Source: an optimization exercise on an open RTL-to-GDS flow (aim: a short achievable clock period). Production flows keep margins and buffers that such runs may drop.
Only simulation tests tie the RTL to the original design; equivalence was not proved.
The clock input has no modelled driver; a real chip could not lean on it and would need a root buffer or a full tree.
Power and IR drop assume default switching activity.

Design radar_pulse_controller, start of the top module:
module radar_pulse_controller (
  input  logic                               aclk,
  input  logic                               aresetn,
  input  logic                               chirp_ready,
  input  logic                               chirp_active,
  input  logic                               chirp_done,
  input  logic [radar_pkg::word_w-1:0]       chirp_time_int,
  input  logic [radar_pkg::word_w-1:0]       chirp_time_frac,
  input  logic [radar_pkg::word_w-1:0]       adc_sample_time,
  input  logic [radar_pkg::param_bus_w-1:0]  chirp_parameters_in,
  output logic [radar_pkg::param_bus_w-1:0]  chirp_parameters_out,
  output logic                               chirp_init,
  output logic                               chirp_enable,
  output logic                               adc_enable
);
  logic rst_d;
  logic ok_q;
  always_ff @(posedge aclk) begin
    rst_d <= !aresetn;
    ok_q  <= aresetn && !rst_d;
  end
  logic [3:0] lr_prf;
  logic [1:0] lr_col;
  logic [5:0] lr;
  for (genvar i = 0; i < 6; i++) begin : g_lr
    logic [2:0] age;
  ...
clock: 2.9 ns
lec_check: 0
abc_clock_period_in_ps: 1300
cap_margin: 20
core_margin: 2
core_utilization: 60
setup_slack_margin: 2.0
slew_margin: 20
standard.sh (not shown) runs the stock make flow with config.mk's settings and CLKGATE_MAP_FILE= SYNTH_SCRIPT=/design/flow/synth_recipe.tcl, a recipe that flattens the netlist after the stock synthesis.
==> flow/flow/run.sh <==
#!/bin/bash
# Standard layout, with the clock tree of flow/cts_tree.tcl in place of TritonCTS.
# The standard flow's output goes to standard_flow.log; ORFS keeps each step's
# log under orfs/logs.
set -euo pipefail
export PRE_CTS_TCL=$PWD/flow/cts_tree.tcl
export CT_CLOCK_PORT=aclk
export CT_ROOTS=${CT_ROOTS:-4}
export CT_LEAF_SIZE=${CT_LEAF_SIZE:-36}
export CT_ROOT_BUF=${CT_ROOT_BUF:-sky130_fd_sc_hd__inv_16}
export CT_LEAF_BUF=${CT_LEAF_BUF:-sky130_fd_sc_hd__inv_16}
bash standard.sh finish > standard_flow.log 2>&1
==> flow/flow/cts_tree.tcl <==
# Clock tree built here in place of TritonCTS: the clock port drives a few root
# drivers, each root drives the leaf drivers of its part of the die, and each
# leaf driver drives a compact group of registers. Every register sees the same
# two levels (with inverters, the two inversions cancel). The groups come from recursive splitting of the register
# positions along the longer side, so they are balanced in size.

proc ct_split {pts na nb} {
  # pts: list of {iterm x y}; returns two parts in the ratio na:nb, split along
  # the longer side of their bounding box
  set xs {}; set ys {}
  foreach p $pts { lappend xs [lindex $p 1]; lappend ys [lindex $p 2] }
  set xs [lsort -integer $xs]; set ys [lsort -integer $ys]
  set dx [expr {[lindex $xs end] - [lindex $xs 0]}]
  set dy [expr {[lindex $ys end] - [lindex $ys 0]}]
  set idx [expr {$dx >= $dy ? 1 : 2}]
  set s [lsort -integer -index $idx $pts]
  set h [expr {([llength $s] * $na + ($na + $nb) / 2) / ($na + $nb)}]
  return [list [lrange $s 0 [expr {$h - 1}]] [lrange $s $h end]]
}

proc ct_groups {pts n} {
  # split pts into n groups of nearly equal size
  if {$n <= 1} { return [list $pts] }
  set na [expr {$n / 2}]
  set nb [expr {$n - $na}]
  lassign [ct_split $pts $na $nb] a b
  return [concat [ct_groups $a $na] [ct_groups $b $nb]]
}

proc ct_centroid {pts} {
  set sx 0; set sy 0
  foreach p $pts { set sx [expr {$sx + [lindex $p 1]}]; set sy [expr {$sy + [lindex $p 2]}] }
  set n [llength $pts]
  return [list [expr {$sx / $n}] [expr {$sy / $n}]]
}

proc ct_buffer {block master name x y in_net out_net} {
  set b [odb::dbInst_create $block $master $name]
  set w [[$b getMaster] getWidth]
  set h [[$b getMaster] getHeight]
  $b setLocation [expr {$x - $w / 2}] [expr {$y - $h / 2}]
  $b setPlacementStatus PLACED
  [$b findITerm A] connect $in_net
  foreach it [$b getITerms] {
    if {[$it getIoType] eq "OUTPUT"} { $it connect $out_net }
  }
  return $b
}

proc ct_build {args} {
  set block [ord::get_db_block]
  set db [ord::get_db]
  set rmaster [$db findMaster $::env(CT_ROOT_BUF)]
  set lmaster [$db findMaster $::env(CT_LEAF_BUF)]
  set clk_name [get_name [get_ports $::env(CT_CLOCK_PORT)]]
  set clk [$block findNet $clk_name]
  $clk setSigType CLOCK
  set pts {}
  foreach it [$clk getITerms] {
    set inst [$it getInst]
    set bb [$inst getBBox]
    set x [expr {([$bb xMin] + [$bb xMax]) / 2}]
    set y [expr {([$bb yMin] + [$bb yMax]) / 2}]
    lappend pts [list $it $x $y]
  }
  set nsink [llength $pts]
  set nroot $::env(CT_ROOTS)
  set per $::env(CT_LEAF_SIZE)
  # leaves per root, so that no leaf drives more than per registers
  set lpr [expr {($nsink + $nroot * $per - 1) / ($nroot * $per)}]
  set nleaf [expr {$lpr * $nroot}]
  puts "ct: $nsink sinks, $nroot roots, $nleaf leaves"
  set roots [ct_groups $pts $nroot]
  set r 0
  set l 0
  foreach rg $roots {
    set rnet [odb::dbNet_create $block "ct_root_${r}_net"]
    $rnet setSigType CLOCK
    set leaves [ct_groups $rg $lpr]
    set lcs {}
    foreach lg $leaves {
      set lnet [odb::dbNet_create $block "ct_leaf_${l}_net"]
      $lnet setSigType CLOCK
      foreach p $lg {
        set it [lindex $p 0]
        $it disconnect
        $it connect $lnet
      }
      lassign [ct_centroid $lg] cx cy
      ct_buffer $block $lmaster "ct_leaf_${l}" $cx $cy $rnet $lnet
      lappend lcs [list {} $cx $cy]
      incr l
    }
    lassign [ct_centroid $lcs] cx cy
    ct_buffer $block $rmaster "ct_root_${r}" $cx $cy $clk $rnet
    incr r
  }
  puts "ct: built $r roots and $l leaves"
}

rename clock_tree_synthesis ct_orig_clock_tree_synthesis
proc clock_tree_synthesis {args} { ct_build }
Rerun with:
--- a/flow/flow/run.sh
+++ b/flow/flow/run.sh
@@ -8,3 +8,3 @@
 export CT_ROOTS=${CT_ROOTS:-4}
-export CT_LEAF_SIZE=${CT_LEAF_SIZE:-36}
+export CT_LEAF_SIZE=${CT_LEAF_SIZE:-30}
 export CT_ROOT_BUF=${CT_ROOT_BUF:-sky130_fd_sc_hd__inv_16}
- CORE_UTILIZATION: 60 -> 70
- SETUP_SLACK_MARGIN: 2.0 -> 1.6
Setup slack loses 0.073 ns.
Global-route usage went up by 2.9 points.
Critical path depth stays the same.
Via count went down by 4.8%.
Die area went down by about 14%.
Power went down by about 3.7%.
Design area went down by about 13%.
Clock power went up by about 3%.
Rerun with:
- CORE_UTILIZATION: 70 -> 60
- CTS_CLUSTER_DIAMETER: unset -> 100
- CTS_CLUSTER_SIZE: unset -> 30
Combinational power decreases by about 3%. Wire length decreases by 8.5%. Hold slack gets worse by 0.0038 ns. Cell count increases by 2.2%. Worst setup slack gets better by 0.025 ns. Power decreases by 0.46%. Core utilization decreases by 12 points. Cell area is about the same. Register-to-register slack barely changes. Maximum frequency increases by 1.9%. Die area increases by 16%.
Rerun with:
- CTS_CLUSTER_DIAMETER: 100 -> unset
- CTS_CLUSTER_SIZE: 30 -> unset
- SETUP_SLACK_MARGIN: 1.6 -> 2.0
=>
- The new run finished with timing, DRC and antenna clean
- critical path depth climbs by 1
- die area does not change
- setup slack improves by 0.031 ns
- sequential power hardly moves
- design area climbs by about 15%
- worst hold slack improves by 0.0052 ns
- sequential cell count stays the same
Rerun with:
--- a/flow/flow/run.sh
+++ b/flow/flow/run.sh
@@ -8,3 +8,3 @@
 export CT_ROOTS=${CT_ROOTS:-4}
-export CT_LEAF_SIZE=${CT_LEAF_SIZE:-30}
+export CT_LEAF_SIZE=${CT_LEAF_SIZE:-36}
 export CT_ROOT_BUF=${CT_ROOT_BUF:-sky130_fd_sc_hd__inv_16}
- CTS_CLUSTER_DIAMETER: unset -> 100
- CTS_CLUSTER_SIZE: unset -> 30
- SETUP_SLACK_MARGIN: 2.0 -> 1.6
What happened: The changed run went through all stages and came out clean; worst hold slack hardly moves; combinational power decreases by 43%; wire length is lower by 18%; utilization came out lower by 11 points.
No run of this note takes its clock network from TritonCTS; it comes from the design's own scripts or RTL.

radar_pulse_controller, a different RTL version from the one above (not shown whole).
For scale: about 1700 cells after synthesis, about 890 flip-flops, about 360 I/O pins, ~24000 sq um of cells after synthesis.
clock: 2.9 ns
lec_check: 0
cap_margin: 20
core_margin: 2
core_utilization: 40
slew_margin: 20
run.sh (not shown) runs the stock make flow with config.mk's settings and CLKGATE_MAP_FILE= SYNTH_SCRIPT=/design/flow/synth_recipe.tcl, a recipe that flattens the netlist after the stock synthesis.
Stock flow here: none of the scripts above is used.
The baseline finished with timing, DRC and antenna clean.
Change:
- ABC_CLOCK_PERIOD_IN_PS: not set -> 1400
- CTS_CLUSTER_DIAMETER: not set -> 60
- CTS_CLUSTER_SIZE: not set -> 40
- SETUP_SLACK_MARGIN: not set -> 1.4
Power went down by roughly a tenth; setup slack is better by 0.19 ns; synthesized cell count stays the same; cell count climbs by a few percent; fmax rises by a little under a tenth; final area increases by a few percent; combinational power is higher by well over a third; core utilization climbs by 3.2 points; via count increases by a few percent; sequential share of layout area goes down by 3.0 points.

== lagoon ==
Another version of the RTL of radar_pulse_controller (not shown whole).
For scale: about 1900 cells after synthesis, about 360 I/O pins, about 27000 sq um of cells after synthesis.
Design radar_pulse_controller, start of the top module:
module radar_pulse_controller (
  input  logic                               aclk,
  input  logic                               aresetn,
  input  logic                               chirp_ready,
  input  logic                               chirp_active,
  input  logic                               chirp_done,
  input  logic [radar_pkg::word_w-1:0]       chirp_time_int,
  input  logic [radar_pkg::word_w-1:0]       chirp_time_frac,
  input  logic [radar_pkg::word_w-1:0]       adc_sample_time,
  input  logic [radar_pkg::param_bus_w-1:0]  chirp_parameters_in,
  output logic [radar_pkg::param_bus_w-1:0]  chirp_parameters_out,
  output logic                               chirp_init,
  output logic                               chirp_enable,
  output logic                               adc_enable
);
  logic [2:0] rst_d;
  logic       ok_q;
  logic       lim_rst;
  always_ff @(posedge aclk) begin
    rst_d   <= {rst_d[1:0], !aresetn};
    ok_q    <= aresetn && !rst_d[0];
    lim_rst <= !aresetn || (|rst_d);
  end
  logic [radar_pkg::word_w-1:0] ch_counter_max;
  logic [radar_pkg::word_w-1:0] ch_tuning_coef;
  logic [radar_pkg::word_w-1:0] ch_freq_offset;
  logic [radar_pkg::word_w-1:0] ch_ctrl_word;
  logic [radar_pkg::word_w-1:0] prf_int;
  ...
==> flow/config.mk <==
export PLATFORM = sky130hd
export DESIGN_NAME = radar_pulse_controller
export DESIGN_NICKNAME = radar_pulse_controller
export VERILOG_FILES = /design/flow/design.v
export SDC_FILE = /design/flow/constraint.sdc
export NUM_CORES = 4
export LEC_CHECK = 0
export ABC_CLOCK_PERIOD_IN_PS = 1300
export CAP_MARGIN = 20
export CORE_MARGIN = 2
export CORE_UTILIZATION = 60
export CTS_CLUSTER_DIAMETER = 100
export CTS_CLUSTER_SIZE = 30
export SETUP_SLACK_MARGIN = 1.6
export SLEW_MARGIN = 20
==> flow/constraint.sdc <==
create_clock -name core_clock -period 2.9 [get_ports {aclk}]
set_input_delay 0.5800 -clock core_clock [delete_from_list [all_inputs] [get_ports {aclk}]]
set_output_delay 0.5800 -clock core_clock [all_outputs]
set_load 0.01 [all_outputs]
standard.sh (not shown) runs the stock make flow with config.mk's settings and CLKGATE_MAP_FILE= SYNTH_SCRIPT=/design/flow/synth_recipe.tcl, a recipe that flattens the netlist after the stock synthesis.
==> flow/flow/run.sh <==
#!/bin/bash
# Standard layout, with the clock tree of flow/cts_tree.tcl in place of TritonCTS.
# The standard flow's output goes to standard_flow.log; ORFS keeps each step's
# log under orfs/logs.
set -euo pipefail
export PRE_CTS_TCL=$PWD/flow/cts_tree.tcl
export CT_CLOCK_PORT=aclk
export CT_ROOTS=${CT_ROOTS:-4}
export CT_LEAF_SIZE=${CT_LEAF_SIZE:-30}
export CT_ROOT_BUF=${CT_ROOT_BUF:-sky130_fd_sc_hd__inv_16}
export CT_LEAF_BUF=${CT_LEAF_BUF:-sky130_fd_sc_hd__inv_16}
bash standard.sh finish > standard_flow.log 2>&1
Scripts as last shown in full above: flow/flow/cts_tree.tcl
Inputs modified between lagoon and indigo:
diff --git a/flow/flow/run.sh b/flow/flow/run.sh
--- a/flow/flow/run.sh
+++ b/flow/flow/run.sh
@@ -8,5 +8,5 @@
 export CT_ROOTS=${CT_ROOTS:-4}
 export CT_LEAF_SIZE=${CT_LEAF_SIZE:-30}
-export CT_ROOT_BUF=${CT_ROOT_BUF:-sky130_fd_sc_hd__inv_16}
-export CT_LEAF_BUF=${CT_LEAF_BUF:-sky130_fd_sc_hd__inv_16}
+export CT_ROOT_BUF=${CT_ROOT_BUF:-sky130_fd_sc_hd__clkbuf_16}
+export CT_LEAF_BUF=${CT_LEAF_BUF:-sky130_fd_sc_hd__clkbuf_16}
 bash standard.sh finish > standard_flow.log 2>&1
diff --git a/flow/flow/cts_tree.tcl b/flow/flow/cts_tree.tcl
--- a/flow/flow/cts_tree.tcl
+++ b/flow/flow/cts_tree.tcl
@@ -1,6 +1,6 @@
 # Clock tree built here in place of TritonCTS: the clock port drives a few root
-# drivers, each root drives the leaf drivers of its part of the die, and each
-# leaf driver drives a compact group of registers. Every register sees the same
-# two levels (with inverters, the two inversions cancel). The groups come from recursive splitting of the register
+# buffers, each root drives the leaf buffers of its part of the die, and each
+# leaf buffer drives a compact group of registers. Every register sees the same
+# two buffer levels. The groups come from recursive splitting of the register
 # positions along the longer side, so they are balanced in size.
 
@@ -42,7 +42,5 @@
   $b setPlacementStatus PLACED
   [$b findITerm A] connect $in_net
-  foreach it [$b getITerms] {
-    if {[$it getIoType] eq "OUTPUT"} { $it connect $out_net }
-  }
+  [$b findITerm X] connect $out_net
   return $b
 }
--- outcome ---
In the metrics for indigo and lagoon, the one carrying the higher period utilization is lagoon. Going from lagoon to indigo, net switching share of the total power -5.1 points, data arrival time of the worst path -0.60 ns. indigo went all the way through synthesis, placement and routing and the layout is clean on timing, DRC and antenna. indigo against lagoon: wire length of the first global-routing pass barely changed; number of detailed-route iterations in the first pass dropped 1; sequential standard cell area barely changed. Core utilization: indigo higher than lagoon. Cts-stage hold buffer count: indigo vs lagoon identical.
In every run of this note, the design's own scripts or RTL, not TritonCTS, make the clock network.

==> what the ideal ports hide <==
In the flow no input, the clock included, has a driving cell. The finished layouts below were timed again as built, in two steps. Step 1 (the two cells are an assumption about what drives the block):
set clk [get_ports {aclk}]
set_driving_cell -lib_cell sky130_fd_sc_hd__clkbuf_16 $clk
set_driving_cell -lib_cell sky130_fd_sc_hd__buf_2 [delete_from_list [all_inputs] $clk]
Step 2 also shifts input and output timing later by t, the mid clock arrival at the registers, as if the neighbouring blocks saw the same clock. Slacks: ideal / step 1 / step 2; pairs: ideal / step 1.
run	t (ns)	setup slack, ns	worst setup path at the end	cell pins on the clock port's net
the first run of note 1	0.490	1.611 / 1.370 / 1.211	input to register	4
the second run of note 1	0.486	1.538 / 1.304 / 1.441	input to register	4
the third run of note 1	0.495	1.563 / 1.321 / 1.411	input to register	4
the fourth run of note 1	0.502	1.594 / 1.349 / 1.216	input to register	4
the fifth run of note 1	0.480	1.576 / 1.340 / 1.412	input to register	4
the first run of note 2	0.679	0.329 / 0.329 / 0.329	register to register	1
the second run of note 2	0.664	0.518 / 0.518 / 0.518	register to register	1
lagoon	0.471	1.439 / 1.321 / 1.438	register to register	4
indigo	0.513	1.462 / 1.344 / 1.476	register to register	4
After both steps every run listed still meets setup and hold. For the first run of note 1, which loses most, drivers alone change the setup slack by -0.241 ns; drivers and shift together by -0.400 ns.
